This design comes from an exercise in tuning for small area on the open sky130 flow, not from production work. RTL that was checked went through simulation tests only; none was proved equivalent to the original. No functional check of the RTL was part of run 5. Power figures rest on the tool's default switching activity, not on a simulated workload. No driver is modelled on the clock port, so clocking that relies on it looks cheaper here than on a real chip.

==> flow/design.v <==
package jt51_pg_pkg;
    localparam int SLOT_N  = 32;
    localparam int STG_II  = 1;
    localparam int STG_III = 2;
    localparam int STG_VI  = 5;
    localparam int KC_W  = 7;
    localparam int KF_W  = 6;
    localparam int DT1_W = 3;
    localparam int MUL_W = 4;
    localparam int DT2_W = 2;
    localparam int PMS_W = 3;
    localparam logic [2:0] FLD_KC     = 3'd0;
    localparam logic [2:0] FLD_KF     = 3'd1;
    localparam logic [2:0] FLD_DT1MUL = 3'd2;
    localparam logic [2:0] FLD_DT2    = 3'd3;
    localparam logic [2:0] FLD_PMS    = 3'd4;
    typedef struct packed {
        logic [KC_W-1:0]  kc;
        logic [KF_W-1:0]  kf;
        logic [DT1_W-1:0] dt1;
        logic [MUL_W-1:0] mul;
        logic [DT2_W-1:0] dt2;
        logic [PMS_W-1:0] pms;
    } pg_param_t;
    function automatic logic [6:0] pg_field_read(input pg_param_t p, input logic [2:0] f);
        logic [6:0] v;
        v = 7'd0;
        case (f)
            FLD_KC:     v = p.kc;
            FLD_KF:     v = {1'b0, p.kf};
            FLD_DT1MUL: v = {p.dt1, p.mul};
            FLD_DT2:    v = {5'd0, p.dt2};
            FLD_PMS:    v = {4'd0, p.pms};
            default:    v = 7'd0;
        endcase
        pg_field_read = v;
    endfunction
endpackage
module jt51_sh #(
    parameter int width  = 5,
    parameter int stages = 2
) (
    input  logic             clk,
    input  logic             rst_n,
    input  logic             cen,
    input  logic [width-1:0] din,
    output logic [width-1:0] drop
);
    logic [width-1:0] bits_r [0:stages-1];
    always_ff @(posedge clk or negedge rst_n) begin
        if (!rst_n) begin
            for (int i = 0; i < stages; i++) bits_r[i] <= '0;
        end else if (cen) begin
            bits_r[0] <= din;
            for (int i = 1; i < stages; i++) bits_r[i] <= bits_r[i-1];
        end
    end
    assign drop = bits_r[stages-1];
endmodule
module jt51_aoi222 (
    input  logic a0, b0, a1, b1, a2, b2,
    output logic y
);
    assign y = ~((a0 & b0) | (a1 & b1) | (a2 & b2));
endmodule
module jt51_aoi22 (
    input  logic a0, b0, a1, b1,
    output logic y
);
    assign y = ~((a0 & b0) | (a1 & b1));
endmodule
module jt51_rd32 (
    input  logic [31:0] sel,
    input  logic [31:0] d,
    output logic        q
);
    logic [10:0] y;
    for (genvar g = 0; g < 10; g++) begin : g_aoi
        jt51_aoi222 u_aoi (
            .a0(sel[3*g]),   .b0(d[3*g]),
            .a1(sel[3*g+1]), .b1(d[3*g+1]),
            .a2(sel[3*g+2]), .b2(d[3*g+2]),
            .y(y[g])
        );
    end
    jt51_aoi22 u_aoi_l (.a0(sel[30]), .b0(d[30]), .a1(sel[31]), .b1(d[31]), .y(y[10]));
    assign q = ~&y;
endmodule
import jt51_pg_pkg::*;
module jt51_pg_slot_ctrl #(
    parameter int PG_RST_ROUNDS = 1
) (
    input  logic       clk,
    input  logic       rst_n,
    input  logic       cen,
    input  logic       wr_valid,
    output logic       wr_ready,
    input  logic [4:0] wr_slot,
    input  logic [2:0] wr_field,
    input  logic [6:0] wr_data,
    input  logic       keyon_req,
    input  logic [4:0] keyon_slot,
    output logic       zero,
    output logic [4:0] slot_I,
    output logic [6:0] kc_I,
    output logic [5:0] kf_I,
    output logic [1:0] dt2_I,
    output logic [2:0] pms_I,
    output logic [2:0] dt1_II,
    output logic [3:0] mul_VI,
    output logic       pg_rst_III
);
    localparam int W = KC_W + KF_W + DT1_W + MUL_W + DT2_W + PMS_W;
    logic              started_r;
    logic [4:0]        cnt_s;
    logic [KC_W-1:0]   kc_r    [0:SLOT_N-1];
    logic [KF_W-1:0]   kf_r    [0:SLOT_N-1];
    logic [DT1_W-1:0]  dt1_r   [0:SLOT_N-1];
    logic [MUL_W-1:0]  mul_r   [0:SLOT_N-1];
    logic [DT2_W-1:0]  dt2_r   [0:SLOT_N-1];
    logic [PMS_W-1:0]  pms_r   [0:SLOT_N-1];
    logic [SLOT_N/2-1:0] vld_r;
    logic [SLOT_N-1:0] pendq_r;
    logic              pg_rst_I_r;
    logic              wr_en_s;
    logic [SLOT_N-1:0] rdec_s;
    logic [SLOT_N-1:0] rsel_s;
    logic [W-1:0]      rword_s;
    logic [DT1_W-1:0]  dt1_I_s;
    logic [MUL_W-1:0]  mul_I_s;
    logic [4:0]        fsel_s;
    logic              pend_rd_s;
    logic              ko_hit_s;
    assign cnt_s    = slot_I + {4'd0, started_r};
    assign zero     = started_r & (slot_I == 5'd0);
    assign wr_ready = rst_n & cen & (wr_slot != cnt_s);
    assign wr_en_s  = wr_valid & wr_ready;
    always_comb begin
        for (int f = 0; f < 5; f++) fsel_s[f] = (wr_field == 3'(f));
    end
    logic [6:0] wd_s [0:1][0:4];
    always_comb begin
        for (int p = 0; p < 2; p++)
            for (int f = 0; f < 5; f++)
                wd_s[p][f] = wr_data & {7{fsel_s[f] & (wr_slot[0] == 1'(p))}};
    end
    always_ff @(posedge clk) begin
        for (int i = 0; i < SLOT_N; i++) begin
            if (wr_en_s && wr_slot[4:1] == 4'(i / 2)) begin
                if ((fsel_s[0] && wr_slot[0] == 1'(i % 2)) || !vld_r[i / 2]) kc_r[i]  <= wd_s[i % 2][0][6:0];
                if ((fsel_s[1] && wr_slot[0] == 1'(i % 2)) || !vld_r[i / 2]) kf_r[i]  <= wd_s[i % 2][1][5:0];
                if ((fsel_s[2] && wr_slot[0] == 1'(i % 2)) || !vld_r[i / 2]) dt1_r[i] <= wd_s[i % 2][2][6:4];
                if ((fsel_s[2] && wr_slot[0] == 1'(i % 2)) || !vld_r[i / 2]) mul_r[i] <= wd_s[i % 2][2][3:0];
                if ((fsel_s[3] && wr_slot[0] == 1'(i % 2)) || !vld_r[i / 2]) dt2_r[i] <= wd_s[i % 2][3][1:0];
                if ((fsel_s[4] && wr_slot[0] == 1'(i % 2)) || !vld_r[i / 2]) pms_r[i] <= wd_s[i % 2][4][2:0];
            end
        end
    end
    always_ff @(posedge clk or negedge rst_n) begin
        if (!rst_n) vld_r <= '0;
        else if (wr_en_s) vld_r[wr_slot[4:1]] <= 1'b1;
    end
    always_comb begin
        for (int i = 0; i < SLOT_N; i++) begin
            rdec_s[i] = (slot_I == 5'(i));
            rsel_s[i] = rdec_s[i] & vld_r[i / 2];
        end
    end
    logic [SLOT_N*W-1:0] words_s;
    for (genvar i = 0; i < SLOT_N; i++) begin : g_word
        assign words_s[i*W +: W] = {kc_r[i], kf_r[i], dt1_r[i], mul_r[i], dt2_r[i], pms_r[i]};
    end
    for (genvar b = 0; b < W; b++) begin : g_rd
        logic [SLOT_N-1:0] col;
        for (genvar i = 0; i < SLOT_N; i++) begin : g_col
            assign col[i] = words_s[i*W + b];
        end
        jt51_rd32 u_rd (.sel(rsel_s), .d(col), .q(rword_s[b]));
    end
    assign {kc_I, kf_I, dt1_I_s, mul_I_s, dt2_I, pms_I} = rword_s;
    always_ff @(posedge clk or negedge rst_n) begin
        if (!rst_n) begin
            started_r <= 1'b0;
            slot_I    <= 5'd0;
        end else if (cen) begin
            started_r <= 1'b1;
            slot_I    <= cnt_s;
        end
    end
    jt51_rd32 u_pend_rd (.sel(rdec_s), .d(pendq_r), .q(pend_rd_s));
    assign ko_hit_s = keyon_req && (keyon_slot == cnt_s);
    always_ff @(posedge clk or negedge rst_n) begin
        if (!rst_n) begin
            pendq_r    <= '0;
            pg_rst_I_r <= 1'b0;
        end else if (cen) begin
            pg_rst_I_r <= ko_hit_s || pend_rd_s;
            for (int i = 0; i < SLOT_N; i++) begin
                if (keyon_req && !ko_hit_s && keyon_slot == 5'(i + 1)) pendq_r[i] <= 1'b1;
                else if (rdec_s[i]) pendq_r[i] <= 1'b0;
            end
        end
    end
    jt51_sh #(.width(DT1_W), .stages(1)) u_dt1_sh (
        .clk(clk), .rst_n(rst_n), .cen(cen), .din(dt1_I_s), .drop(dt1_II)
    );
    jt51_sh #(.width(1), .stages(STG_III)) u_pgrst_sh (
        .clk(clk), .rst_n(rst_n), .cen(cen), .din(pg_rst_I_r), .drop(pg_rst_III)
    );
    jt51_sh #(.width(MUL_W), .stages(STG_VI)) u_mul_sh (
        .clk(clk), .rst_n(rst_n), .cen(cen), .din(mul_I_s), .drop(mul_VI)
    );
endmodule
==> flow/flow/run.sh <==
#!/bin/bash
# Standard ORFS layout with these changes: the synthesized netlist's combinational cells are
# set to their family's smallest drive strength before floorplanning (the placement and
# timing repairs then size up what needs it), ports are buffered with buf_1 cells, and clock
# tree synthesis runs without dummy loads. Each tool's output goes to the ORFS logs and to
# synth.log / standard.log here.
set -e
export BUFFER_PORTS_ARGS="-buffer_cell sky130_fd_sc_hd__buf_1"
export CTS_ARGS="-sink_clustering_enable -repair_clock_nets -dont_use_dummy_load -sink_clustering_size 30 -sink_clustering_max_diameter 110 -buf_list \"sky130_fd_sc_hd__clkbuf_4 sky130_fd_sc_hd__clkbuf_8 sky130_fd_sc_hd__clkbuf_16\" -sink_clustering_buffer sky130_fd_sc_hd__clkbuf_16 -root_buf sky130_fd_sc_hd__clkbuf_8"
bash standard.sh synth > synth.log 2>&1
R=orfs/results/sky130hd/jt51_pg_slot_ctrl/base
cp $R/1_2_yosys.v yosys_before_downsize.v
sed -i -f flow/downsize.sed $R/1_2_yosys.v
rm -f $R/1_synth.odb $R/1_synth.sdc
bash standard.sh > standard.log 2>&1
==> flow/flow/downsize.sed <==
s/\bsky130_fd_sc_hd__a2111o_2\b/sky130_fd_sc_hd__a2111o_1/g
s/\bsky130_fd_sc_hd__a2111o_4\b/sky130_fd_sc_hd__a2111o_1/g
s/\bsky130_fd_sc_hd__a2111oi_1\b/sky130_fd_sc_hd__a2111oi_0/g
s/\bsky130_fd_sc_hd__a2111oi_2\b/sky130_fd_sc_hd__a2111oi_0/g
s/\bsky130_fd_sc_hd__a2111oi_4\b/sky130_fd_sc_hd__a2111oi_0/g
s/\bsky130_fd_sc_hd__a211o_2\b/sky130_fd_sc_hd__a211o_1/g
s/\bsky130_fd_sc_hd__a211o_4\b/sky130_fd_sc_hd__a211o_1/g
s/\bsky130_fd_sc_hd__a211oi_2\b/sky130_fd_sc_hd__a211oi_1/g
s/\bsky130_fd_sc_hd__a211oi_4\b/sky130_fd_sc_hd__a211oi_1/g
s/\bsky130_fd_sc_hd__a21bo_4\b/sky130_fd_sc_hd__a21bo_1/g
s/\bsky130_fd_sc_hd__a21boi_2\b/sky130_fd_sc_hd__a21boi_0/g
s/\bsky130_fd_sc_hd__a21boi_4\b/sky130_fd_sc_hd__a21boi_0/g
s/\bsky130_fd_sc_hd__a21o_2\b/sky130_fd_sc_hd__a21o_1/g
s/\bsky130_fd_sc_hd__a21o_4\b/sky130_fd_sc_hd__a21o_1/g
s/\bsky130_fd_sc_hd__a21oi_2\b/sky130_fd_sc_hd__a21oi_1/g
s/\bsky130_fd_sc_hd__a21oi_4\b/sky130_fd_sc_hd__a21oi_1/g
s/\bsky130_fd_sc_hd__a221o_2\b/sky130_fd_sc_hd__a221o_1/g
s/\bsky130_fd_sc_hd__a221o_4\b/sky130_fd_sc_hd__a221o_1/g
s/\bsky130_fd_sc_hd__a221oi_2\b/sky130_fd_sc_hd__a221oi_1/g
s/\bsky130_fd_sc_hd__a221oi_4\b/sky130_fd_sc_hd__a221oi_1/g
s/\bsky130_fd_sc_hd__a22o_2\b/sky130_fd_sc_hd__a22o_1/g
s/\bsky130_fd_sc_hd__a22o_4\b/sky130_fd_sc_hd__a22o_1/g
s/\bsky130_fd_sc_hd__a22oi_2\b/sky130_fd_sc_hd__a22oi_1/g
s/\bsky130_fd_sc_hd__a22oi_4\b/sky130_fd_sc_hd__a22oi_1/g
s/\bsky130_fd_sc_hd__a2bb2o_2\b/sky130_fd_sc_hd__a2bb2o_1/g
s/\bsky130_fd_sc_hd__a2bb2o_4\b/sky130_fd_sc_hd__a2bb2o_1/g
s/\bsky130_fd_sc_hd__a2bb2oi_2\b/sky130_fd_sc_hd__a2bb2oi_1/g
s/\bsky130_fd_sc_hd__a2bb2oi_4\b/sky130_fd_sc_hd__a2bb2oi_1/g
s/\bsky130_fd_sc_hd__a311o_2\b/sky130_fd_sc_hd__a311o_1/g
s/\bsky130_fd_sc_hd__a311o_4\b/sky130_fd_sc_hd__a311o_1/g
s/\bsky130_fd_sc_hd__a311oi_2\b/sky130_fd_sc_hd__a311oi_1/g
s/\bsky130_fd_sc_hd__a311oi_4\b/sky130_fd_sc_hd__a311oi_1/g
s/\bsky130_fd_sc_hd__a31o_4\b/sky130_fd_sc_hd__a31o_1/g
s/\bsky130_fd_sc_hd__a31oi_2\b/sky130_fd_sc_hd__a31oi_1/g
s/\bsky130_fd_sc_hd__a31oi_4\b/sky130_fd_sc_hd__a31oi_1/g
s/\bsky130_fd_sc_hd__a32o_2\b/sky130_fd_sc_hd__a32o_1/g
s/\bsky130_fd_sc_hd__a32o_4\b/sky130_fd_sc_hd__a32o_1/g
s/\bsky130_fd_sc_hd__a32oi_2\b/sky130_fd_sc_hd__a32oi_1/g
s/\bsky130_fd_sc_hd__a32oi_4\b/sky130_fd_sc_hd__a32oi_1/g
s/\bsky130_fd_sc_hd__a41o_2\b/sky130_fd_sc_hd__a41o_1/g
s/\bsky130_fd_sc_hd__a41o_4\b/sky130_fd_sc_hd__a41o_1/g
s/\bsky130_fd_sc_hd__a41oi_2\b/sky130_fd_sc_hd__a41oi_1/g
s/\bsky130_fd_sc_hd__a41oi_4\b/sky130_fd_sc_hd__a41oi_1/g
s/\bsky130_fd_sc_hd__and2_2\b/sky130_fd_sc_hd__and2_0/g
s/\bsky130_fd_sc_hd__and2_4\b/sky130_fd_sc_hd__and2_0/g
s/\bsky130_fd_sc_hd__and2b_2\b/sky130_fd_sc_hd__and2b_1/g
s/\bsky130_fd_sc_hd__and2b_4\b/sky130_fd_sc_hd__and2b_1/g
s/\bsky130_fd_sc_hd__and3_2\b/sky130_fd_sc_hd__and3_1/g
s/\bsky130_fd_sc_hd__and3_4\b/sky130_fd_sc_hd__and3_1/g
s/\bsky130_fd_sc_hd__and3b_2\b/sky130_fd_sc_hd__and3b_1/g
s/\bsky130_fd_sc_hd__and3b_4\b/sky130_fd_sc_hd__and3b_1/g
s/\bsky130_fd_sc_hd__and4_2\b/sky130_fd_sc_hd__and4_1/g
s/\bsky130_fd_sc_hd__and4_4\b/sky130_fd_sc_hd__and4_1/g
s/\bsky130_fd_sc_hd__and4b_2\b/sky130_fd_sc_hd__and4b_1/g
s/\bsky130_fd_sc_hd__and4b_4\b/sky130_fd_sc_hd__and4b_1/g
s/\bsky130_fd_sc_hd__and4bb_4\b/sky130_fd_sc_hd__and4bb_1/g
s/\bsky130_fd_sc_hd__buf_12\b/sky130_fd_sc_hd__buf_1/g
s/\bsky130_fd_sc_hd__buf_16\b/sky130_fd_sc_hd__buf_1/g
s/\bsky130_fd_sc_hd__buf_2\b/sky130_fd_sc_hd__buf_1/g
s/\bsky130_fd_sc_hd__buf_4\b/sky130_fd_sc_hd__buf_1/g
s/\bsky130_fd_sc_hd__buf_6\b/sky130_fd_sc_hd__buf_1/g
s/\bsky130_fd_sc_hd__buf_8\b/sky130_fd_sc_hd__buf_1/g
s/\bsky130_fd_sc_hd__bufinv_16\b/sky130_fd_sc_hd__bufinv_8/g
s/\bsky130_fd_sc_hd__ebufn_2\b/sky130_fd_sc_hd__ebufn_1/g
s/\bsky130_fd_sc_hd__ebufn_4\b/sky130_fd_sc_hd__ebufn_1/g
s/\bsky130_fd_sc_hd__ebufn_8\b/sky130_fd_sc_hd__ebufn_1/g
s/\bsky130_fd_sc_hd__einvn_1\b/sky130_fd_sc_hd__einvn_0/g
s/\bsky130_fd_sc_hd__einvn_2\b/sky130_fd_sc_hd__einvn_0/g
s/\bsky130_fd_sc_hd__einvn_4\b/sky130_fd_sc_hd__einvn_0/g
s/\bsky130_fd_sc_hd__einvn_8\b/sky130_fd_sc_hd__einvn_0/g
s/\bsky130_fd_sc_hd__einvp_2\b/sky130_fd_sc_hd__einvp_1/g
s/\bsky130_fd_sc_hd__einvp_4\b/sky130_fd_sc_hd__einvp_1/g
s/\bsky130_fd_sc_hd__einvp_8\b/sky130_fd_sc_hd__einvp_1/g
s/\bsky130_fd_sc_hd__fa_2\b/sky130_fd_sc_hd__fa_1/g
s/\bsky130_fd_sc_hd__fa_4\b/sky130_fd_sc_hd__fa_1/g
s/\bsky130_fd_sc_hd__ha_2\b/sky130_fd_sc_hd__ha_1/g
s/\bsky130_fd_sc_hd__ha_4\b/sky130_fd_sc_hd__ha_1/g
s/\bsky130_fd_sc_hd__inv_12\b/sky130_fd_sc_hd__inv_1/g
s/\bsky130_fd_sc_hd__inv_16\b/sky130_fd_sc_hd__inv_1/g
s/\bsky130_fd_sc_hd__inv_4\b/sky130_fd_sc_hd__inv_1/g
s/\bsky130_fd_sc_hd__inv_6\b/sky130_fd_sc_hd__inv_1/g
s/\bsky130_fd_sc_hd__inv_8\b/sky130_fd_sc_hd__inv_1/g
s/\bsky130_fd_sc_hd__maj3_2\b/sky130_fd_sc_hd__maj3_1/g
s/\bsky130_fd_sc_hd__maj3_4\b/sky130_fd_sc_hd__maj3_1/g
s/\bsky130_fd_sc_hd__mux2_4\b/sky130_fd_sc_hd__mux2_1/g
s/\bsky130_fd_sc_hd__mux2_8\b/sky130_fd_sc_hd__mux2_1/g
s/\bsky130_fd_sc_hd__mux2i_2\b/sky130_fd_sc_hd__mux2i_1/g
s/\bsky130_fd_sc_hd__mux2i_4\b/sky130_fd_sc_hd__mux2i_1/g
s/\bsky130_fd_sc_hd__mux4_1\b/sky130_fd_sc_hd__mux4_2/g
s/\bsky130_fd_sc_hd__mux4_4\b/sky130_fd_sc_hd__mux4_2/g
s/\bsky130_fd_sc_hd__nand2_2\b/sky130_fd_sc_hd__nand2_1/g
s/\bsky130_fd_sc_hd__nand2_4\b/sky130_fd_sc_hd__nand2_1/g
s/\bsky130_fd_sc_hd__nand2_8\b/sky130_fd_sc_hd__nand2_1/g
s/\bsky130_fd_sc_hd__nand2b_2\b/sky130_fd_sc_hd__nand2b_1/g
s/\bsky130_fd_sc_hd__nand2b_4\b/sky130_fd_sc_hd__nand2b_1/g
s/\bsky130_fd_sc_hd__nand3_2\b/sky130_fd_sc_hd__nand3_1/g
s/\bsky130_fd_sc_hd__nand3_4\b/sky130_fd_sc_hd__nand3_1/g
s/\bsky130_fd_sc_hd__nand3b_2\b/sky130_fd_sc_hd__nand3b_1/g
s/\bsky130_fd_sc_hd__nand3b_4\b/sky130_fd_sc_hd__nand3b_1/g
s/\bsky130_fd_sc_hd__nand4_2\b/sky130_fd_sc_hd__nand4_1/g
s/\bsky130_fd_sc_hd__nand4_4\b/sky130_fd_sc_hd__nand4_1/g
s/\bsky130_fd_sc_hd__nand4b_2\b/sky130_fd_sc_hd__nand4b_1/g
s/\bsky130_fd_sc_hd__nand4b_4\b/sky130_fd_sc_hd__nand4b_1/g
s/\bsky130_fd_sc_hd__nand4bb_2\b/sky130_fd_sc_hd__nand4bb_1/g
s/\bsky130_fd_sc_hd__nand4bb_4\b/sky130_fd_sc_hd__nand4bb_1/g
s/\bsky130_fd_sc_hd__nor2_2\b/sky130_fd_sc_hd__nor2_1/g
s/\bsky130_fd_sc_hd__nor2_4\b/sky130_fd_sc_hd__nor2_1/g
s/\bsky130_fd_sc_hd__nor2_8\b/sky130_fd_sc_hd__nor2_1/g
s/\bsky130_fd_sc_hd__nor2b_2\b/sky130_fd_sc_hd__nor2b_1/g
s/\bsky130_fd_sc_hd__nor2b_4\b/sky130_fd_sc_hd__nor2b_1/g
s/\bsky130_fd_sc_hd__nor3_2\b/sky130_fd_sc_hd__nor3_1/g
s/\bsky130_fd_sc_hd__nor3_4\b/sky130_fd_sc_hd__nor3_1/g
s/\bsky130_fd_sc_hd__nor3b_2\b/sky130_fd_sc_hd__nor3b_1/g
s/\bsky130_fd_sc_hd__nor3b_4\b/sky130_fd_sc_hd__nor3b_1/g
s/\bsky130_fd_sc_hd__nor4_2\b/sky130_fd_sc_hd__nor4_1/g
s/\bsky130_fd_sc_hd__nor4_4\b/sky130_fd_sc_hd__nor4_1/g
s/\bsky130_fd_sc_hd__nor4b_2\b/sky130_fd_sc_hd__nor4b_1/g
s/\bsky130_fd_sc_hd__nor4b_4\b/sky130_fd_sc_hd__nor4b_1/g
s/\bsky130_fd_sc_hd__nor4bb_2\b/sky130_fd_sc_hd__nor4bb_1/g
s/\bsky130_fd_sc_hd__nor4bb_4\b/sky130_fd_sc_hd__nor4bb_1/g
s/\bsky130_fd_sc_hd__o2111a_2\b/sky130_fd_sc_hd__o2111a_1/g
s/\bsky130_fd_sc_hd__o2111a_4\b/sky130_fd_sc_hd__o2111a_1/g
s/\bsky130_fd_sc_hd__o2111ai_2\b/sky130_fd_sc_hd__o2111ai_1/g
s/\bsky130_fd_sc_hd__o2111ai_4\b/sky130_fd_sc_hd__o2111ai_1/g
s/\bsky130_fd_sc_hd__o211a_4\b/sky130_fd_sc_hd__o211a_1/g
s/\bsky130_fd_sc_hd__o211ai_2\b/sky130_fd_sc_hd__o211ai_1/g
s/\bsky130_fd_sc_hd__o211ai_4\b/sky130_fd_sc_hd__o211ai_1/g
s/\bsky130_fd_sc_hd__o21a_2\b/sky130_fd_sc_hd__o21a_1/g
s/\bsky130_fd_sc_hd__o21a_4\b/sky130_fd_sc_hd__o21a_1/g
s/\bsky130_fd_sc_hd__o21ai_2\b/sky130_fd_sc_hd__o21ai_0/g
s/\bsky130_fd_sc_hd__o21ai_4\b/sky130_fd_sc_hd__o21ai_0/g
s/\bsky130_fd_sc_hd__o21ba_4\b/sky130_fd_sc_hd__o21ba_1/g
s/\bsky130_fd_sc_hd__o21bai_2\b/sky130_fd_sc_hd__o21bai_1/g
s/\bsky130_fd_sc_hd__o21bai_4\b/sky130_fd_sc_hd__o21bai_1/g
s/\bsky130_fd_sc_hd__o221a_4\b/sky130_fd_sc_hd__o221a_1/g
s/\bsky130_fd_sc_hd__o221ai_2\b/sky130_fd_sc_hd__o221ai_1/g
s/\bsky130_fd_sc_hd__o221ai_4\b/sky130_fd_sc_hd__o221ai_1/g
s/\bsky130_fd_sc_hd__o22a_2\b/sky130_fd_sc_hd__o22a_1/g
s/\bsky130_fd_sc_hd__o22a_4\b/sky130_fd_sc_hd__o22a_1/g
s/\bsky130_fd_sc_hd__o22ai_2\b/sky130_fd_sc_hd__o22ai_1/g
s/\bsky130_fd_sc_hd__o22ai_4\b/sky130_fd_sc_hd__o22ai_1/g
s/\bsky130_fd_sc_hd__o2bb2a_2\b/sky130_fd_sc_hd__o2bb2a_1/g
s/\bsky130_fd_sc_hd__o2bb2a_4\b/sky130_fd_sc_hd__o2bb2a_1/g
s/\bsky130_fd_sc_hd__o2bb2ai_2\b/sky130_fd_sc_hd__o2bb2ai_1/g
s/\bsky130_fd_sc_hd__o2bb2ai_4\b/sky130_fd_sc_hd__o2bb2ai_1/g
s/\bsky130_fd_sc_hd__o311a_2\b/sky130_fd_sc_hd__o311a_1/g
s/\bsky130_fd_sc_hd__o311a_4\b/sky130_fd_sc_hd__o311a_1/g
s/\bsky130_fd_sc_hd__o311ai_2\b/sky130_fd_sc_hd__o311ai_0/g
s/\bsky130_fd_sc_hd__o311ai_4\b/sky130_fd_sc_hd__o311ai_0/g
s/\bsky130_fd_sc_hd__o31a_2\b/sky130_fd_sc_hd__o31a_1/g
s/\bsky130_fd_sc_hd__o31a_4\b/sky130_fd_sc_hd__o31a_1/g
s/\bsky130_fd_sc_hd__o31ai_2\b/sky130_fd_sc_hd__o31ai_1/g
s/\bsky130_fd_sc_hd__o31ai_4\b/sky130_fd_sc_hd__o31ai_1/g
s/\bsky130_fd_sc_hd__o32a_2\b/sky130_fd_sc_hd__o32a_1/g
s/\bsky130_fd_sc_hd__o32a_4\b/sky130_fd_sc_hd__o32a_1/g
s/\bsky130_fd_sc_hd__o32ai_2\b/sky130_fd_sc_hd__o32ai_1/g
s/\bsky130_fd_sc_hd__o32ai_4\b/sky130_fd_sc_hd__o32ai_1/g
s/\bsky130_fd_sc_hd__o41a_2\b/sky130_fd_sc_hd__o41a_1/g
s/\bsky130_fd_sc_hd__o41a_4\b/sky130_fd_sc_hd__o41a_1/g
s/\bsky130_fd_sc_hd__o41ai_2\b/sky130_fd_sc_hd__o41ai_1/g
s/\bsky130_fd_sc_hd__o41ai_4\b/sky130_fd_sc_hd__o41ai_1/g
s/\bsky130_fd_sc_hd__or2_4\b/sky130_fd_sc_hd__or2_0/g
s/\bsky130_fd_sc_hd__or2b_2\b/sky130_fd_sc_hd__or2b_1/g
s/\bsky130_fd_sc_hd__or2b_4\b/sky130_fd_sc_hd__or2b_1/g
s/\bsky130_fd_sc_hd__or3_2\b/sky130_fd_sc_hd__or3_1/g
s/\bsky130_fd_sc_hd__or3_4\b/sky130_fd_sc_hd__or3_1/g
s/\bsky130_fd_sc_hd__or3b_4\b/sky130_fd_sc_hd__or3b_1/g
s/\bsky130_fd_sc_hd__or4_2\b/sky130_fd_sc_hd__or4_1/g
s/\bsky130_fd_sc_hd__or4_4\b/sky130_fd_sc_hd__or4_1/g
s/\bsky130_fd_sc_hd__or4b_4\b/sky130_fd_sc_hd__or4b_1/g
s/\bsky130_fd_sc_hd__or4bb_2\b/sky130_fd_sc_hd__or4bb_1/g
s/\bsky130_fd_sc_hd__or4bb_4\b/sky130_fd_sc_hd__or4bb_1/g
s/\bsky130_fd_sc_hd__sedfxbp_2\b/sky130_fd_sc_hd__sedfxbp_1/g
s/\bsky130_fd_sc_hd__sedfxtp_2\b/sky130_fd_sc_hd__sedfxtp_1/g
s/\bsky130_fd_sc_hd__sedfxtp_4\b/sky130_fd_sc_hd__sedfxtp_1/g
s/\bsky130_fd_sc_hd__xnor2_2\b/sky130_fd_sc_hd__xnor2_1/g
s/\bsky130_fd_sc_hd__xnor2_4\b/sky130_fd_sc_hd__xnor2_1/g
s/\bsky130_fd_sc_hd__xnor3_2\b/sky130_fd_sc_hd__xnor3_1/g
s/\bsky130_fd_sc_hd__xnor3_4\b/sky130_fd_sc_hd__xnor3_1/g
s/\bsky130_fd_sc_hd__xor2_2\b/sky130_fd_sc_hd__xor2_1/g
s/\bsky130_fd_sc_hd__xor2_4\b/sky130_fd_sc_hd__xor2_1/g
s/\bsky130_fd_sc_hd__xor3_2\b/sky130_fd_sc_hd__xor3_1/g
s/\bsky130_fd_sc_hd__xor3_4\b/sky130_fd_sc_hd__xor3_1/g
==> flow/standard.sh <==
#!/bin/bash
# synth_recipe.tcl (not shown) runs the flow's synth.tcl, then flattens the netlist and writes it again
# the make line also repeats each setting of config.mk as NAME=value (left out here)
make -C /OpenROAD-flow-scripts/flow DESIGN_CONFIG=/design/flow/config.mk WORK_HOME=/design/flow/orfs CLKGATE_MAP_FILE= SYNTH_SCRIPT=/design/flow/synth_recipe.tcl "${@:-finish}"
==> flow/config.mk <==
export PLATFORM = sky130hd
export DESIGN_NAME = jt51_pg_slot_ctrl
export DESIGN_NICKNAME = jt51_pg_slot_ctrl
export VERILOG_FILES = /design/flow/design.v
export SDC_FILE = /design/flow/constraint.sdc
export NUM_CORES = 4
export LEC_CHECK = 0
export CAP_MARGIN = 10
export CORE_MARGIN = 2
export CORE_UTILIZATION = 70
export GPL_TIMING_DRIVEN = 0
export SETUP_SLACK_MARGIN = 0.1
export SLEW_MARGIN = 10
export SYNTH_HIERARCHICAL = 1
export SYNTH_MINIMUM_KEEP_SIZE = 0
==> flow/constraint.sdc <==
create_clock -name core_clock -period 5.0 [get_ports {clk}]
set_input_delay 1.0000 -clock core_clock [delete_from_list [all_inputs] [get_ports {clk}]]
set_output_delay 1.0000 -clock core_clock [all_outputs]
set_load 0.01 [all_outputs]
==> flow_metrics.tcl, run 1 <==
set metrics [dict create \
    whs_ns 0.314 \
    grt_max_degree 37 \
    dieArea_mm2 0.0489 \
    drcViolationCount 0 \
    end_kind "primary output" \
    p_int_uw 10200 \
    viasPerCell 8.09 \
    grt_antenna_before_repair 7 \
    grt_pass1_wl_um 135000 \
    grtUsageMet1_pct 51.9 \
    start_util_pct 70.9 \
    cts_buffers 35 \
    cts_max_level 2 \
    grt.busiest_layer "met2" \
    period_needed_ns 4.90 \
    drv_cap 0 \
    layout.nets 2008 \
    p_switching_uw 3820 \
    fill_cells 2752 \
    wl_per_cell_um 37.0 \
    cts_tree "yes" \
    ios 58 \
    report.final.slew_viol_count 0 \
    rsz0062_at_grt "no" \
    synthCells 1855 \
    totalNegativeSetupSlack_ns 0 \
    numPortBuffers 55 \
    clockBufferDepth 3 \
    die_h_um 221 \
    synth_area_mm2 0.0330 \
    die_w_um 221 \
    areaGrowthSynthToFinish_pct 7.13 \
    clkPwrFrac_pct 22.9 \
    regArea_mm2 0.0260 \
    core_area_mm2 0.0466 \
    p_seq_share_pct 60.2 \
    routabilityCongestion 0.939 \
    clock-root-buffer "clkbuf_8" \
    crit_fanout 25 \
    power_frac_comb_pct 16.8 \
    post_cts_buffers 0 \
    critical-path-max-stage-delay_ns 0.72 \
    finalCritPeriodShare_pct 98.0 \
    grtUsageMet2_pct 58.7 \
    avgSynthCellArea_um2 17.8 \
    critPathKind "reg -> out" \
    grt_pass1_vias 20300 \
    dr.pass1.iters 10 \
    ant_nets 0 \
    cp_cell_sequence "clkbuf_1 > or3b_2 > nor2_1 > and2_2 > a222oi_1 > nand4_1 > or3_1 > buf_1" \
    pre_cts_ws_ns 0.0830 \
    met3_usage_pct 13.0 \
    cp_slowest_cell "and2_2" \
    p_sw_share_pct 27.4 \
    rows 79 \
    vias 20900 \
    crit_required_ns 4.00 \
    clkTransAtPathRegs_ns 0.11 \
    hpwl_um 60300 \
    total_power_uw 14000 \
    setup-violations-final 0 \
    ir_worst_vdd_mv 0.431 \
    grt_use_total_pct 38.7 \
    clk_latency_ns 0.72 \
    p_per_area_mw_per_mm2 395 \
    fmax_mhz 204 \
    worst_pin_slew_ns 1.39 \
    slew_headroom_pct 6.73 \
    grt_overflow_total 0 \
    worst_slack_ns 0.0996 \
    status "complete, no violations" \
    finClkSkew_ns 0.0788 \
    hold_path.class "in -> async" \
    cp.arrival_ns 3.90 \
    cts.sinks 880 \
    finalHoldViolations 0 \
    routed_wl_um 95500 \
    layout-drive-gt1-share_pct 8.00 \
    postCtsHoldBufs 0 \
    synth_warnings 20 \
    leakage_uw 0.0112 \
    start_kind "flip-flop" \
    drtIter0Drc 4615 \
    multiInputGateArea_mm2 0.00701 \
]
## final timing paths
check / start / depth (start not counted) / end / slack, ns
max in group asynchronous: rst_n / 2 / u_mul_sh.bits_r[0][0]$_DFFE_PN0P_ / 4.06
hold reg to reg: u_mul_sh.bits_r[1][2]$_DFFE_PN0P_ / 1 / u_mul_sh.bits_r[1][2]$_DFFE_PN0P_ / 0.49
min in group core_clock: u_mul_sh.bits_r[1][2]$_DFFE_PN0P_ / 1 / u_mul_sh.bits_r[1][2]$_DFFE_PN0P_ / 0.49
hold / removal: rst_n / 1 / pendq_r[3]$_DFFE_PN0P_ / 0.31
setup / recovery: slot_I[1]$_DFFE_PN0P_ / 8 / pms_I[2] / 0.1
setup reg to reg: slot_I[0]$_DFFE_PN0P_ / 8 / kc_r[14][5]$_DFFE_PP_ / 0.73
## worst max-delay path, delay by kind of cell, from the launching register on
family | cells | cell delay [ns]
compound gates | 1 | 0.30
buf+inv | 2 | 0.52
simple gates | 5 | 1.95
flops | 1 | 0.42
## state kept, by name (all words and copies together) (netlist names), 5 cells and up
signal	cells
pendq_r	32
mul_r	128
kc_r	224
u_mul_sh.bits_r	20
dt2_r	64
kf_r	192
slot_I	5
pms_r	96
dt1_r	96
vld_r	16
## final cells by class
type                       count  area share [%]
antenna                        2          0.0141
buffer                        69           0.739
clock buffer                  35            2.32
inverter                       7          0.0743
multi-input combinational    899            19.8
sequential                   880            73.6
tap                          607            2.15
timing repair buffer          84            1.34
## through the flow
| step | utilization (%) | area (um2) | cells |
|---|---|---|---|
| 2_1_floorplan | - | 33000 | 1855 |
| 3_3_place_gp | 73.0 | 34000 | 2517 |
| 3_5_place_dp | 74.0 | 34400 | 2544 |
| 4_1_cts | 75.8 | 35300 | 2579 |
| 5_1_grt | 76.0 | 35400 | 2581 |
| 6_report | 76.0 | 35400 | 2583 |
## power by group through the flow
stage	Combinational [uW]	Clock, uW	Sequential (uW)
after floorplan	1330	0	8510
after global routing	2470	3420	8450
after CTS	2270	3190	8410
final	2350	3210	8420
after global placement	2130	0	8550
after detailed placement	2250	0	8570
## placed cells by master (no fill, tap or decap), types with 15 or more instances in the layout
cell type  instances
nand4_1           56
and2_4            16
dfrtp_1           80
a211oi_1          19
a21oi_1          110
a22oi_1           26
edfxtp_1         800
mux2_1            20
a32o_1            32
and3_1            21
nand3_1           37
a222oi_1         260
buf_1             69
clkbuf_16         30
and2_2            15
nor2_1            66
or3_1             30
nand2_1           44
clkbuf_1          52
## per-layer routing
| layer | part of all wire (%) | vias up |
|---|---|---|
| met4 | 5.0 | 10 |
| li1 | - | 8349 |
| met1 | 34 | 10300 |
| met5 | 0.060 | - |
| met3 | 16 | 308 |
| met2 | 45 | 1919 |
## timing repair
action / 4_1_cts / 5_1_grt
cloned: 0 / 0
gates resized for setup: 8 / 16
pin swaps: 1 / 4
endpoints found under the setup margin: 18 / 18
==> inputs of run 2 (changes only) <==
==> flow/flow/run.sh (replaced) <==
#!/bin/bash
# Standard ORFS layout with these changes: the synthesized netlist's combinational cells are
# set to their family's smallest drive strength, and floorplanning removes the buffers
# synthesis inserted (the placement and timing repairs then buffer and size up what needs
# it); ports are buffered with buf_1 cells; clock tree synthesis runs without dummy loads. Each tool's output goes to the ORFS logs and to
# synth.log / standard.log here.
set -e
export BUFFER_PORTS_ARGS="-buffer_cell sky130_fd_sc_hd__buf_1"
export CTS_ARGS="-sink_clustering_enable -repair_clock_nets -dont_use_dummy_load -sink_clustering_size 28 -sink_clustering_max_diameter 100"
export REMOVE_ABC_BUFFERS=1
bash standard.sh synth > synth.log 2>&1
R=orfs/results/sky130hd/jt51_pg_slot_ctrl/base
cp $R/1_2_yosys.v yosys_before_downsize.v
sed -i -f flow/downsize.sed $R/1_2_yosys.v
rm -f $R/1_synth.odb $R/1_synth.sdc
bash standard.sh > standard.log 2>&1
==> run 2 against run 1 <==
Effect of this change:
- critical endpoint is now kf_I[5]
- final area shrank 0.32%
- non-clock buffer count shrank 63
- maximum frequency is 3.4% higher
- still clean on timing, DRC and antenna
- highest routed layer unchanged
- critical path depth is 1 lower
- count of clock-buffer cells in the layout rose by 2
==> flow_metrics.tcl, run 2 <==
set metrics [dict create \
    layout.nets 1947 \
    drv_cap 0 \
    numPortBuffers 57 \
    start_util_pct 70.9 \
    clk_latency_ns 0.60 \
    fill_cells 2687 \
    layout-drive-gt1-share_pct 9.10 \
    finClkSkew_ns 0.0524 \
    clockBufferDepth 3 \
    synth_area_mm2 0.0330 \
    clkTransAtPathRegs_ns 0.12 \
    p_per_area_mw_per_mm2 402 \
    cts_max_level 2 \
    cts_tree "yes" \
    crit_fanout 25 \
    grt_max_degree 42 \
    rows 79 \
    utilization_pct 75.7 \
    setup-violations-final 0 \
    p_switching_uw 3880 \
    cp_slowest_cell "and2_2" \
    slew_headroom_pct 9.70 \
    largest_reg_flops 224 \
    critPathKind "reg -> out" \
    start_kind "flip-flop" \
    pre_cts_ws_ns 0.323 \
    status "complete, no violations" \
    wl_per_cell_um 38.2 \
    grt_pass1_vias 20200 \
    critical-path-max-stage-delay_ns 0.75 \
    die_w_um 221 \
    core_area_mm2 0.0466 \
    finalHoldViolations 0 \
    leakage_uw 0.0112 \
    end_kind "primary output" \
    routabilityCongestion 0.871 \
    cp.arrival_ns 3.74 \
    finalCritPeriodShare_pct 94.8 \
    period_needed_ns 4.74 \
    grt_antenna_before_repair 4 \
    p_seq_share_pct 61.2 \
    power_frac_comb_pct 14.7 \
    rsz0062_at_grt "no" \
    reg.largest.list "kc_r (224), kf_r (192), mul_r (128)" \
    ant_nets 0 \
    hpwl_um 58600 \
    grt_use_total_pct 39.3 \
    drtIter0Drc 4734 \
    crit_buf_inv 1 \
    hold_path.class "in -> async" \
    whs_ns 0.395 \
    clock-root-buffer "clkbuf_16" \
    stdcell_area_mm2 0.0353 \
    synthCells 1855 \
    placed_cell_area_mm2 0.0343 \
    grt_pass1_wl_um 137000 \
    cp_cell_sequence "or3b_2 > nor2_1 > and2_2 > a222oi_1 > nand3_1 > or3_1 > buf_1" \
    p_sw_share_pct 27.4 \
    synth_warnings 20 \
    worst_pin_slew_ns 1.35 \
    total_power_uw 14200 \
    viasPerCell 8.28 \
    grt_overflow_total 0 \
    die_h_um 221 \
    fmax_mhz 211 \
    vias 20900 \
    ir_worst_vdd_mv 0.322 \
    dieArea_mm2 0.0489 \
    routed_wl_um 96300 \
    clkPwrFrac_pct 24.0 \
    crit_required_ns 4.00 \
    p_int_uw 10300 \
    cts.sinks 880 \
    cts_buffers 37 \
    worst_slack_ns 0.261 \
    cp_top_family "simple AND/OR/NAND/NOR gates" \
    dr.pass1.iters 9 \
    areaGrowthSynthToFinish_pct 6.79 \
    final_common_cell "edfxtp_1" \
    drcViolationCount 0 \
    ios 58 \
    avgSynthCellArea_um2 17.8 \
    report.final.slew_viol_count 0 \
    regMostFlops "kc_r" \
    final_cell_mix "edfxtp_1, a222oi_1, a21oi_1, dfrtp_1, nor2_1" \
]
run 2: worst paths after layout:
check                                             startpoint  depth (start not counted)  slack, ns                           endpoint
setup reg to reg                       slot_I[0]$_DFFE_PN0P_                          9       0.78              kc_r[27][3]$_DFFE_PP_
setup / recovery                       slot_I[3]$_DFFE_PN0P_                          7       0.26                            kf_I[5]
hold / removal                                         rst_n                          1       0.39            pendq_r[20]$_DFFE_PN0P_
max in group asynchronous                              rst_n                          3       3.82              slot_I[4]$_DFFE_PN0P_
min in group core_clock    u_mul_sh.bits_r[0][1]$_DFFE_PN0P_                          1       0.48  u_mul_sh.bits_r[1][1]$_DFFE_PN0P_
hold reg to reg            u_mul_sh.bits_r[0][1]$_DFFE_PN0P_                          1       0.48  u_mul_sh.bits_r[1][1]$_DFFE_PN0P_
run 2: per-stage QoR:
step	cells	TNS, ns
global placement	2450	-2797.51
detailed placement	2482	0
global route	2521	0
floorplan	1786	0
CTS	2519	0
finish	2521	0
run 2: worst register-to-register path, stage by stage (launching register included):
cell	delay [ns]
dfrtp_1	0.57
ha_1	0.26
ha_1	0.26
xnor3_1	0.42
nand3_1	0.56
nor3_2	0.23
buf_6	0.23
buf_6	0.15
buf_4	0.20
a211oi_1	0.95
run 2: what timing repair did:
action | in CTS | in global routing
endpoints found under the setup margin | 0 | 1
setup buffers | 0 | 0
gates resized for setup | 0 | 1
hold buffers | 0 | 0
run 2: area by class of cell:
class                           instances  area, um2  area share [%]
Sequential cell                       880      26000            73.8
Tap cell                              607        759            2.15
Clock buffer                           37        926            2.63
Timing Repair Buffer                   90        513            1.45
Inverter                                7       26.3          0.0745
Multi-Input combinational cell        899       7010            19.9
Antenna cell                            1       2.50         0.00710
run 2: power by group through the flow:
| stage | clock (uW) | combinational, uW | sequential, uW |
|---|---|---|---|
| floorplan | 0 | 1180 | 8600 |
| global placement | 0 | 1880 | 8780 |
| detailed placement | 0 | 2030 | 8810 |
| CTS | 3390 | 2040 | 8640 |
| global route | 3610 | 2200 | 8690 |
| finish | 3410 | 2080 | 8680 |
run 2: layer usage:
| metal | part of all wire (%) | track usage, % | routed length (um) |
|---|---|---|---|
| met5 | 0.029 | 0 | 28 |
| met1 | 34 | 55.5 | 32800 |
| met3 | 17 | 12.5 | 16100 |
| met4 | 5.5 | 17.8 | 5260 |
| met2 | 44 | 57.1 | 42200 |
==> inputs of run 3 (changes only) <==
--- a/flow/flow/run.sh
+++ b/flow/flow/run.sh
@@ -7,5 +7,5 @@
 set -e
 export BUFFER_PORTS_ARGS="-buffer_cell sky130_fd_sc_hd__buf_1"
-export CTS_ARGS="-sink_clustering_enable -repair_clock_nets -dont_use_dummy_load -sink_clustering_size 28 -sink_clustering_max_diameter 100"
+export CTS_ARGS="-sink_clustering_enable -repair_clock_nets -dont_use_dummy_load -sink_clustering_size 24 -sink_clustering_max_diameter 80"
 export REMOVE_ABC_BUFFERS=1
 bash standard.sh synth > synth.log 2>&1
==> run 3 against run 2 <==
Effect of this change:
- still clean on timing, DRC and antenna
- final cell count grew 0.24%
- final area up 0.41%
- via count hardly changed
- area after synthesis did not move
- worst setup slack got worse by 0.033 ns
- sequential share of layout area decreased by 0.30 points
- non-clock buffer count did not move
- clock skew grew 0.0017 ns
- sequential cell count did not move
- register-to-register slack improved by 0.03 ns
- worst hold slack worse by 0.014 ns
==> flow_metrics.tcl, run 3 <==
set metrics [dict create \
    cts_max_level 2 \
    grt_max_degree 42 \
    numPortBuffers 57 \
    grtUsageMet2_pct 56.6 \
    dr.pass1.iters 10 \
    leakage_uw 0.0112 \
    grt_antenna_before_repair 3 \
    die_w_um 221 \
    grt.busiest_layer "met2" \
    pre_cts_ws_ns 0.323 \
    drv_cap 0 \
    multiInputGateArea_mm2 0.00701 \
    crit_fanout 25 \
    areaGrowthSynthToFinish_pct 7.23 \
    routabilityCongestion 0.871 \
    crit_required_ns 4.00 \
    final_common_cell "edfxtp_1" \
    totalNegativeSetupSlack_ns 0 \
    regArea_mm2 0.0260 \
    reg2reg_slack_ns 0.81 \
    setup-violations-final 0 \
    regMostFlops "kc_r" \
    clkTransAtPathRegs_ns 0.09 \
    ios 58 \
    viasPerCell 8.25 \
    clock-root-buffer "clkbuf_16" \
    start_kind "flip-flop" \
    avgSynthCellArea_um2 17.8 \
    status "complete, no violations" \
    p_per_area_mw_per_mm2 407 \
    rr_worst_depth 9 \
    dieArea_mm2 0.0489 \
    synth_warnings 20 \
    period_needed_ns 4.77 \
    rsz0062_at_grt "no" \
    reg2reg_to "kc_r[27][1]$_DFFE_PP_" \
    drcViolationCount 0 \
    ant_nets 0 \
    synthCells 1855 \
    dp_cells 2482 \
    grtUsageMet1_pct 55.3 \
    r2r_start "slot_I[0]$_DFFE_PN0P_" \
    start_util_pct 70.9 \
    rows 79 \
    grt_pass1_vias 20300 \
    report.final.slew_viol_count 0 \
    finalCritPeriodShare_pct 95.5 \
    drtIter0Drc 4589 \
    vias 20900 \
    fmax_mhz 210 \
    critPathKind "reg -> out" \
    fin_cells 2527 \
    layout-drive-gt1-share_pct 9.33 \
    reg.largest.list "kc_r (224), kf_r (192), mul_r (128)" \
    largest_reg_flops 224 \
    clockBufferDepth 3 \
    finalHoldViolations 0 \
    grt_use_total_pct 39.4 \
    worst_pin_slew_ns 1.30 \
    core_area_mm2 0.0466 \
    layout.nets 1953 \
    wl_per_cell_um 38.2 \
    finClkSkew_ns 0.0541 \
    clk_latency_ns 0.60 \
    hold_path.class "in -> async" \
    grt_overflow_total 0 \
    end_kind "primary output" \
    ir_worst_vdd_mv 0.334 \
    routed_wl_um 96500 \
    cts_buffers 43 \
    postCtsHoldBufs 0 \
    final_cell_mix "edfxtp_1, a222oi_1, a21oi_1, dfrtp_1, nor2_1" \
    synth_area_mm2 0.0330 \
    worst_slack_ns 0.227 \
    die_h_um 221 \
    cp.arrival_ns 3.77 \
    met3_usage_pct 12.3 \
    hpwl_um 58600 \
    cts_tree "yes" \
    fill_cells 2682 \
    grt_pass1_wl_um 137000 \
    slew_headroom_pct 12.9 \
    cts.sinks 880 \
]
[run 3: how the worst max path moves through the flow]
stage	cells after the start	startpoint	to	slack [ns]
detailed placement	7	rst_n	kc_r[20][1]$_DFFE_PP_	0.32
floorplan	6	slot_I[0]$_DFFE_PN0P_	dt1_r[24][0]$_DFFE_PP_	0.94
global route	7	slot_I[0]$_DFFE_PN0P_	wr_ready	0.20
CTS	7	slot_I[0]$_DFFE_PN0P_	wr_ready	0.17
global placement	4	rst_n	dt1_r[3][2]$_DFFE_PP_	-4.69
finish	7	slot_I[3]$_DFFE_PN0P_	dt2_I[1]	0.23
[run 3: metrics by stage]
step / util, % / total power, uW / hold slack (ns) / cell area, um2
3_5_place_dp: 73.6 / 10800 / 0.471 / 34300
4_1_cts: 75.9 / 14300 / 0.374 / 35400
3_3_place_gp: 72.5 / 10700 / 0.465 / 33700
2_1_floorplan: - / 9770 / 0.454 / 32800
6_report: 76.1 / 14400 / 0.380 / 35400
5_1_grt: 76.1 / 14800 / 0.422 / 35400
[run 3: layout make-up]
cell class | instances | area share (%)
repair buffers | 90 | 1.45
well taps | 607 | 2.14
multi-input cells | 899 | 19.8
diodes | 1 | 0.00707
inverters | 7 | 0.0742
clock buffers | 43 | 3.04
flip-flops and latches | 880 | 73.5
[run 3: metal layers]
layer | vias to the layer above | wire [um] | share of wire, %
met1 | 10300 | 32500 | 34
li1 | 8234 | - | -
met5 | - | 8 | 0.0083
met2 | 1934 | 42200 | 44
met3 | 339 | 16100 | 17
met4 | 2 | 5680 | 5.9
[run 3: worst max-delay path: stages, from the launching register on]
cell      delay, ns
dfrtp_1        0.57
or3_1          0.53
nor2_1         0.37
and2_2         0.81
a222oi_1       0.33
nand4_1        0.19
or3_1          0.20
buf_1          0.18
[run 3: report_power, final]
group | internal (uW) | switching [uW]
combinational | 751 | 1330
clock | 1540 | 2100
sequential | 8200 | 479
[run 3: timing repair]
| item | CTS | global route |
|---|---|---|
| gates resized for setup | 0 | 1 |
| setup endpoints to repair | 0 | 1 |
| hold endpoints to repair | 0 | 0 |
| setup buffers | 0 | 0 |
==> inputs of run 4 (changes only) <==
==> flow/flow/run.sh (replaced) <==
#!/bin/bash
# Standard ORFS layout with these changes: the synthesized netlist's combinational cells are
# set to their family's smallest drive strength, and floorplanning removes the buffers
# synthesis inserted (the placement and timing repairs then buffer and size up what needs
# it); ports are buffered with buf_1 cells; clock tree synthesis runs without dummy loads, with clkbuf_16 leaf buffers and smaller ones allowed above them. Each tool's output goes to the ORFS logs and to
# synth.log / standard.log here.
set -e
export BUFFER_PORTS_ARGS="-buffer_cell sky130_fd_sc_hd__buf_1"
export CTS_ARGS="-sink_clustering_enable -repair_clock_nets -dont_use_dummy_load -sink_clustering_size 28 -sink_clustering_max_diameter 100 -buf_list \"sky130_fd_sc_hd__clkbuf_4 sky130_fd_sc_hd__clkbuf_8 sky130_fd_sc_hd__clkbuf_16\" -sink_clustering_buffer sky130_fd_sc_hd__clkbuf_16 -root_buf sky130_fd_sc_hd__clkbuf_8"
export REMOVE_ABC_BUFFERS=1
bash standard.sh synth > synth.log 2>&1
R=orfs/results/sky130hd/jt51_pg_slot_ctrl/base
cp $R/1_2_yosys.v yosys_before_downsize.v
sed -i -f flow/downsize.sed $R/1_2_yosys.v
rm -f $R/1_synth.odb $R/1_synth.sdc
bash standard.sh > standard.log 2>&1
==> run 4 against run 3 <==
Effect of this change:
- still clean
- global-route usage decreased by 0.11 points
- worst hold slack got worse by 0.082 ns
- maximum frequency decreased by 1.1%
- sequential share of layout area increased by 0.40 points
- die area unchanged
- combinational power about the same
- via count decreased by 0.24%
- non-clock buffer count unchanged
- worst setup slack got worse by 0.055 ns
- core utilization decreased by 0.41 points
- wire length about the same
- largest cell class unchanged
- largest power group unchanged
==> flow_metrics.tcl, run 4 <==
set metrics [dict create \
    status "complete, no violations" \
    rr_worst_depth 8 \
    p_per_area_mw_per_mm2 400 \
    r2r_start "slot_I[0]$_DFFE_PN0P_" \
    ir_worst_vdd_mv 0.330 \
    layout.nets 1947 \
    finalHoldViolations 0 \
    drv_cap 0 \
    wl_per_cell_um 38.2 \
    crit_buf_inv 1 \
    rsz0062_at_grt "no" \
    regMostFlops "kc_r" \
    routabilityCongestion 0.871 \
    avgSynthCellArea_um2 17.8 \
    grt_overflow_total 0 \
    grt_antenna_before_repair 4 \
    grt_pass1_vias 20200 \
    cp_top_family "simple AND/OR/NAND/NOR gates" \
    clockBufferDepth 3 \
    grt_use_total_pct 39.3 \
    setup-violations-final 0 \
    hold_path.class "in -> async" \
    clk_latency_ns 0.74 \
    die_h_um 221 \
    utilization_pct 75.6 \
    cp.arrival_ns 3.83 \
    final_cell_mix "edfxtp_1, a222oi_1, a21oi_1, dfrtp_1, nor2_1" \
    clock-root-buffer "clkbuf_8" \
    cp_slowest_cell "dfrtp_1" \
    cp_cell_sequence "nand3b_1 > nor2_1 > and2_2 > a222oi_1 > nand4_1 > or3_1 > buf_1" \
    ios 58 \
    final_common_cell "edfxtp_1" \
    worst_slack_ns 0.172 \
    routed_wl_um 96400 \
    drcViolationCount 0 \
    start_kind "flip-flop" \
    finClkSkew_ns 0.0579 \
    end_kind "primary output" \
    cp-startpoint "slot_I[3]$_DFFE_PN0P_" \
    cts_max_level 2 \
    areaGrowthSynthToFinish_pct 6.65 \
    finalCritPeriodShare_pct 96.6 \
    synthCells 1855 \
    synth_area_mm2 0.0330 \
    leakage_uw 0.0112 \
    grt_pass1_wl_um 137000 \
    layout-drive-gt1-share_pct 9.20 \
    start_util_pct 70.9 \
    report.final.slew_viol_count 0 \
    drtIter0Drc 4973 \
    dr.pass1.iters 9 \
    cts_tree "yes" \
    worst_pin_slew_ns 1.36 \
    period_needed_ns 4.83 \
    core_area_mm2 0.0466 \
    fmax_mhz 207 \
    reg.largest.list "kc_r (224), kf_r (192), mul_r (128)" \
    worstSetupPathDepth 7 \
    largest_reg_flops 224 \
    cts_buffers 37 \
    vias 20800 \
    die_w_um 221 \
    synth_warnings 20 \
    pre_cts_ws_ns 0.323 \
    post_cts_buffers 0 \
    grt_max_degree 42 \
    ant_nets 0 \
    critPathKind "reg -> out" \
    crit_required_ns 4.00 \
    hpwl_um 58600 \
    postCtsHoldBufs 0 \
    critical-path-max-stage-delay_ns 0.68 \
    crit_fanout 25 \
    numPortBuffers 57 \
    dieArea_mm2 0.0489 \
    viasPerCell 8.25 \
    clkTransAtPathRegs_ns 0.12 \
    cts.sinks 880 \
    slew_headroom_pct 9.24 \
    rows 79 \
]
==> run 4: repair_timing <==
item                                    in CTS  in global routing
resized for setup                            1                  3
pin swaps                                    0                  0
endpoints found under the setup margin       1                  5
==> run 4: per-layer routing <==
| metal | part of all wire (%) | GRT usage [%] | up-vias |
|---|---|---|---|
| met2 | 44 | 56.9 | 1960 |
| met4 | 5.3 | 18.1 | 4 |
| li1 | - | - | 8215 |
| met3 | 17 | 12.5 | 294 |
| met1 | 34 | 55.5 | 10300 |
| met5 | 0.017 | 0 | - |
==> run 4: final timing paths <==
check                                                     to  slack (ns)
min in group core_clock    u_mul_sh.bits_r[1][1]$_DFFE_PN0P_        0.47
setup / recovery                                     kc_I[0]        0.17
setup reg to reg                       kc_r[27][1]$_DFFE_PP_        1.03
hold / removal                       pendq_r[20]$_DFFE_PN0P_        0.30
hold reg to reg            u_mul_sh.bits_r[1][1]$_DFFE_PN0P_        0.47
max in group asynchronous  u_mul_sh.bits_r[2][2]$_DFFE_PN0P_        3.92
==> run 4: area by class of cell <==
type,instances,area [um2]
flip-flops and latches,880,26000
repair buffers,90,513
fillers,2692,11300
inverters,7,26.3
well taps,607,759
clock buffers,37,870
multi-input cells,899,7020
diodes,2,5.00
==> run 4: stage by stage <==
step / cell area, um2 / setup TNS, ns / hold WS (ns) / cells / power [uW]
floorplan: 32800 / 0 / 0.454 / 1786 / 9770
global placement: 33700 / -2797.51 / 0.465 / 2450 / 10700
detailed placement: 34300 / 0 / 0.471 / 2482 / 10800
CTS: 35200 / 0 / 0.289 / 2519 / 14000
global route: 35200 / 0 / 0.331 / 2521 / 14400
finish: 35200 / 0 / 0.299 / 2522 / 14100
==> run 4: power by group <==
group | switching, uW | total (uW) | internal [uW]
Clock | 2060 | 3300 | 1240
Combinational | 1340 | 2100 | 753
Sequential | 479 | 8680 | 8210
Total | 3880 | 14100 | 10200
==> run 4: worst register-to-register path, delay by kind of cell (launching register included) <==
family                   cells  cell delay [ns]
AO/OA/AOI/OAI                1             0.96
XOR/XNOR                     1             0.80
adder cells (fa/ha/maj)      1             0.26
buffers and inverters        3             0.58
flip-flops                   1             0.57
AND/OR/NAND/NOR              2             0.41
==> inputs of run 5 (changes only) <==
--- a/flow/design.v
+++ b/flow/design.v
@@ -121,6 +121,6 @@
     logic [PMS_W-1:0]  pms_r   [0:SLOT_N-1];
     logic [SLOT_N/2-1:0] vld_r;
-    logic [SLOT_N-1:0] pendq_r;
-    logic              pg_rst_I_r;
+    logic [SLOT_N-1:0] pend_r;
+    logic              pg_rst_II_r;
     logic              wr_en_s;
     logic [SLOT_N-1:0] rdec_s;
@@ -131,5 +131,4 @@
     logic [4:0]        fsel_s;
     logic              pend_rd_s;
-    logic              ko_hit_s;
     assign cnt_s    = slot_I + {4'd0, started_r};
     assign zero     = started_r & (slot_I == 5'd0);
@@ -188,15 +187,14 @@
         end
     end
-    jt51_rd32 u_pend_rd (.sel(rdec_s), .d(pendq_r), .q(pend_rd_s));
-    assign ko_hit_s = keyon_req && (keyon_slot == cnt_s);
+    jt51_rd32 u_pend_rd (.sel(rdec_s), .d(pend_r), .q(pend_rd_s));
     always_ff @(posedge clk or negedge rst_n) begin
         if (!rst_n) begin
-            pendq_r    <= '0;
-            pg_rst_I_r <= 1'b0;
+            pend_r      <= '0;
+            pg_rst_II_r <= 1'b0;
         end else if (cen) begin
-            pg_rst_I_r <= ko_hit_s || pend_rd_s;
+            pg_rst_II_r <= pend_rd_s;
             for (int i = 0; i < SLOT_N; i++) begin
-                if (keyon_req && !ko_hit_s && keyon_slot == 5'(i + 1)) pendq_r[i] <= 1'b1;
-                else if (rdec_s[i]) pendq_r[i] <= 1'b0;
+                if (keyon_req && keyon_slot == 5'(i)) pend_r[i] <= 1'b1;
+                else if (rdec_s[i]) pend_r[i] <= 1'b0;
             end
         end
@@ -205,6 +203,6 @@
         .clk(clk), .rst_n(rst_n), .cen(cen), .din(dt1_I_s), .drop(dt1_II)
     );
-    jt51_sh #(.width(1), .stages(STG_III)) u_pgrst_sh (
-        .clk(clk), .rst_n(rst_n), .cen(cen), .din(pg_rst_I_r), .drop(pg_rst_III)
+    jt51_sh #(.width(1), .stages(STG_III - 1)) u_pgrst_sh (
+        .clk(clk), .rst_n(rst_n), .cen(cen), .din(pg_rst_II_r), .drop(pg_rst_III)
     );
     jt51_sh #(.width(MUL_W), .stages(STG_VI)) u_mul_sh (
==> flow/flow/run.sh (replaced) <==
#!/bin/bash
# Standard ORFS layout with these changes: the synthesized netlist's combinational cells are
# set to their family's smallest drive strength before floorplanning (the placement and
# timing repairs then size up what needs it), ports are buffered with buf_1 cells, and clock
# tree synthesis runs without dummy loads. Each tool's output goes to the ORFS logs and to
# synth.log / standard.log here.
set -e
export BUFFER_PORTS_ARGS="-buffer_cell sky130_fd_sc_hd__buf_1"
export CTS_ARGS="-sink_clustering_enable -repair_clock_nets -dont_use_dummy_load -sink_clustering_size 30 -sink_clustering_max_diameter 110"
bash standard.sh synth > synth.log 2>&1
R=orfs/results/sky130hd/jt51_pg_slot_ctrl/base
cp $R/1_2_yosys.v yosys_before_downsize.v
sed -i -f flow/downsize.sed $R/1_2_yosys.v
rm -f $R/1_synth.odb $R/1_synth.sdc
bash standard.sh > standard.log 2>&1
==> run 5 against run 4 <==
Effect of this change:
- total power decreased by 1.4%
- wire length increased by 1.2%
- count of clock-buffer cells in the layout decreased by 2
- worst hold slack improved by 0.17 ns
- clock skew decreased by 0.011 ns
- largest power group unchanged
==> flow_metrics.tcl, run 5 <==
set metrics [dict create \
    status "complete, no violations" \
    p_sw_share_pct 26.7 \
    grt_max_degree 31 \
    crit_required_ns 4.00 \
    avgSynthCellArea_um2 17.8 \
    ant_nets 0 \
    ir_worst_vdd_mv 0.375 \
    fill_cells 2677 \
    whs_ns 0.466 \
    cts_buffers 35 \
    die_w_um 221 \
    p_per_area_mw_per_mm2 386 \
    viasPerCell 8.07 \
    postCtsHoldBufs 0 \
    slew_headroom_pct 10.4 \
    regMostFlops "kc_r" \
    finalCritPeriodShare_pct 97.0 \
    crit_top_cell "buf_1" \
    grt_pass1_vias 20600 \
    vias 21100 \
    p_seq_share_pct 60.6 \
    clkTransAtPathRegs_ns 0.11 \
    rows 79 \
    p_switching_uw 3710 \
    dr.pass1.iters 19 \
    core_area_mm2 0.0467 \
    stdcell_area_mm2 0.0359 \
    leakage_uw 0.0116 \
    power_frac_comb_pct 15.7 \
    wl_per_cell_um 37.4 \
    synthCells 1856 \
    grt_pass1_wl_um 138000 \
    regArea_mm2 0.0260 \
    hpwl_um 62100 \
    numPortBuffers 54 \
    rsz0062_at_grt "no" \
    drtIter0Drc 4374 \
    cts_max_level 2 \
    clockBufferDepth 3 \
    dieArea_mm2 0.0491 \
    reg2reg_slack_ns 0.59 \
    clock-root-buffer "clkbuf_16" \
    post_cts_buffers 0 \
    final_common_cell "edfxtp_1" \
    cp_cell_sequence "buf_1 > nand3b_1 > nor2_1 > and2_2 > a222oi_1 > nand4_1 > or3_1 > buf_1" \
    synth_area_mm2 0.0331 \
    fin_cells 2610 \
    hold_path.class "in -> async" \
    grt_antenna_before_repair 5 \
    finalHoldViolations 0 \
    multiInputGateArea_mm2 0.00730 \
    cts_tree "yes" \
    worst_pin_slew_ns 1.34 \
    synth_warnings 20 \
    p_int_uw 10200 \
    total_power_uw 13900 \
    layout.nets 2031 \
    cts.sinks 879 \
    grt_use_total_pct 39.8 \
    fmax_mhz 206 \
    utilization_pct 77.0 \
    clkPwrFrac_pct 23.7 \
    start_util_pct 71.0 \
    crit_fanout 25 \
    clk_latency_ns 0.59 \
    reg.largest.list "kc_r (224), kf_r (192), mul_r (128)" \
    drv_cap 0 \
    cp.arrival_ns 3.85 \
    rr_worst_depth 9 \
    period_needed_ns 4.85 \
    areaGrowthSynthToFinish_pct 8.45 \
    die_h_um 221 \
    cp_slowest_cell "a222oi_1" \
    end_kind "primary output" \
    critical-path-max-stage-delay_ns 0.76 \
    critPathKind "reg -> out" \
    start_kind "flip-flop" \
    routabilityCongestion 0.998 \
    grt_overflow_total 0 \
    dp_cells 2568 \
    placed_cell_area_mm2 0.0349 \
    setup-violations-final 0 \
    finClkSkew_ns 0.0469 \
    final_cell_mix "edfxtp_1, a222oi_1, dfrtp_1, buf_1, nor2_1" \
    ios 58 \
    report.final.slew_viol_count 0 \
    routed_wl_um 97600 \
    layout-drive-gt1-share_pct 11.1 \
    drcViolationCount 0 \
    largest_reg_flops 224 \
]
[run 5: changes by cell type in the layout (fill, tap and decap cells not counted), moves of 10 or more]
cell and delta:
a22o_1 +18, clkbuf_1 +56, a2111oi_2 +20, o311ai_2 -11, buf_2 +16, a211oi_2 +31, nor2_2 -10, buf_1 +17
a211oi_1 +19, a32o_1 -26, a21oi_1 -82
[run 5: stage by stage]
step                worst slack [ns]  setup TNS, ns
floorplan                       1.14              0
global placement               -5.11       -2683.32
detailed placement            -0.185          -4.01
CTS                           0.0456              0
global route                   0.100              0
finish                         0.151              0
[run 5: layer usage]
layer | share of wire (%) | track usage (%)
met1 | 34 | 54.7
met2 | 45 | 60.2
met3 | 16 | 11.3
met4 | 5.6 | 19.2
met5 | 0 | 0
[run 5: timing repair]
action                                 in CTS  in global routing
resized for setup                           2                  3
pin swaps                                   1                  2
endpoints found under the hold margin       0                  0
setup endpoints to repair                  12                 17
[run 5: worst max-delay path: cells and delay by family, from the launching register on]
kind | cells | cell delay [ns]
compound gates | 1 | 0.76
buf+inv | 2 | 0.52
simple gates | 5 | 1.57
flops | 1 | 0.39
[run 5: path summary, 6_finish.rpt]
| kind | start | endpoint |
|---|---|---|
| setup / recovery | slot_I[4]$_DFFE_PN0P_ | kc_I[6] |
| min in group core_clock | pend_r[16]$_DFFE_PN0P_ | pend_r[16]$_DFFE_PN0P_ |
| hold reg to reg | pend_r[16]$_DFFE_PN0P_ | pend_r[16]$_DFFE_PN0P_ |
| max in group asynchronous | rst_n | vld_r[11]$_DFFE_PN0P_ |
| hold / removal | rst_n | u_dt1_sh.bits_r[0][2]$_DFFE_PN0P_ |
| setup reg to reg | slot_I[0]$_DFFE_PN0P_ | mul_r[16][2]$_DFFE_PP_ |
[run 5: power by group through the flow]
stage	combinational, uW	sequential (uW)	clock (uW)
2_1_floorplan	1200	8500	0
3_3_place_gp	1940	8530	0
3_5_place_dp	2090	8560	0
4_1_cts	2110	8390	3260
5_1_grt	2280	8430	3480
6_report	2180	8410	3280
[run 5: area by class of cell]
| class | instances | share of cell area [%] |
|---|---|---|
| Clock buffer | 35 | 2.44 |
| Inverter | 5 | 0.0523 |
| Buffer | 79 | 0.840 |
| Timing Repair Buffer | 106 | 1.77 |
| Multi-Input combinational cell | 893 | 20.3 |
| Sequential cell | 879 | 72.4 |
| Tap cell | 607 | 2.11 |
| Antenna cell | 6 | 0.0418 |

## re-timing with driven ports
Ports are ideal in the flow. The routed layouts listed here were re-timed in OpenROAD.
Step 1, drivers: a clkbuf_16 drives clk and a buf_2 each remaining input, both assumed.
Step 2 times the ports against the registers' clock, not the clock port: input delays grow and output delays shrink by t, the midpoint of the rising clock arrivals with the driver on.
a / b / c = ideal ports / drivers / drivers and shift; a / b = the first two.
run	shift t [ns]	setup slack, ns	hold slack, ns	worst setup path at the end	latest minus earliest clock arrival (ns)
run 1	0.741	0.100 / 0.041 / 0.029	0.314 / 0.280 / 0.493	input to register	0.080 / 0.080
run 2	0.647	0.261 / 0.203 / 0.293	0.395 / 0.359 / 0.482	input to register	0.073 / 0.073
run 3	0.641	0.227 / 0.167 / 0.265	0.380 / 0.342 / 0.489	input to register	0.072 / 0.072
run 4	0.752	0.172 / 0.113 / 0.253	0.299 / 0.261 / 0.470	input to register	0.087 / 0.086
run 5	0.645	0.151 / 0.089 / -0.198	0.466 / 0.430 / 0.489	input to register	0.078 / 0.077
With both steps, setup timing fails in run 5, where it was met with ideal ports. For run 5, which loses most, drivers alone change the setup slack by -0.062 ns; drivers and shift together by -0.349 ns.
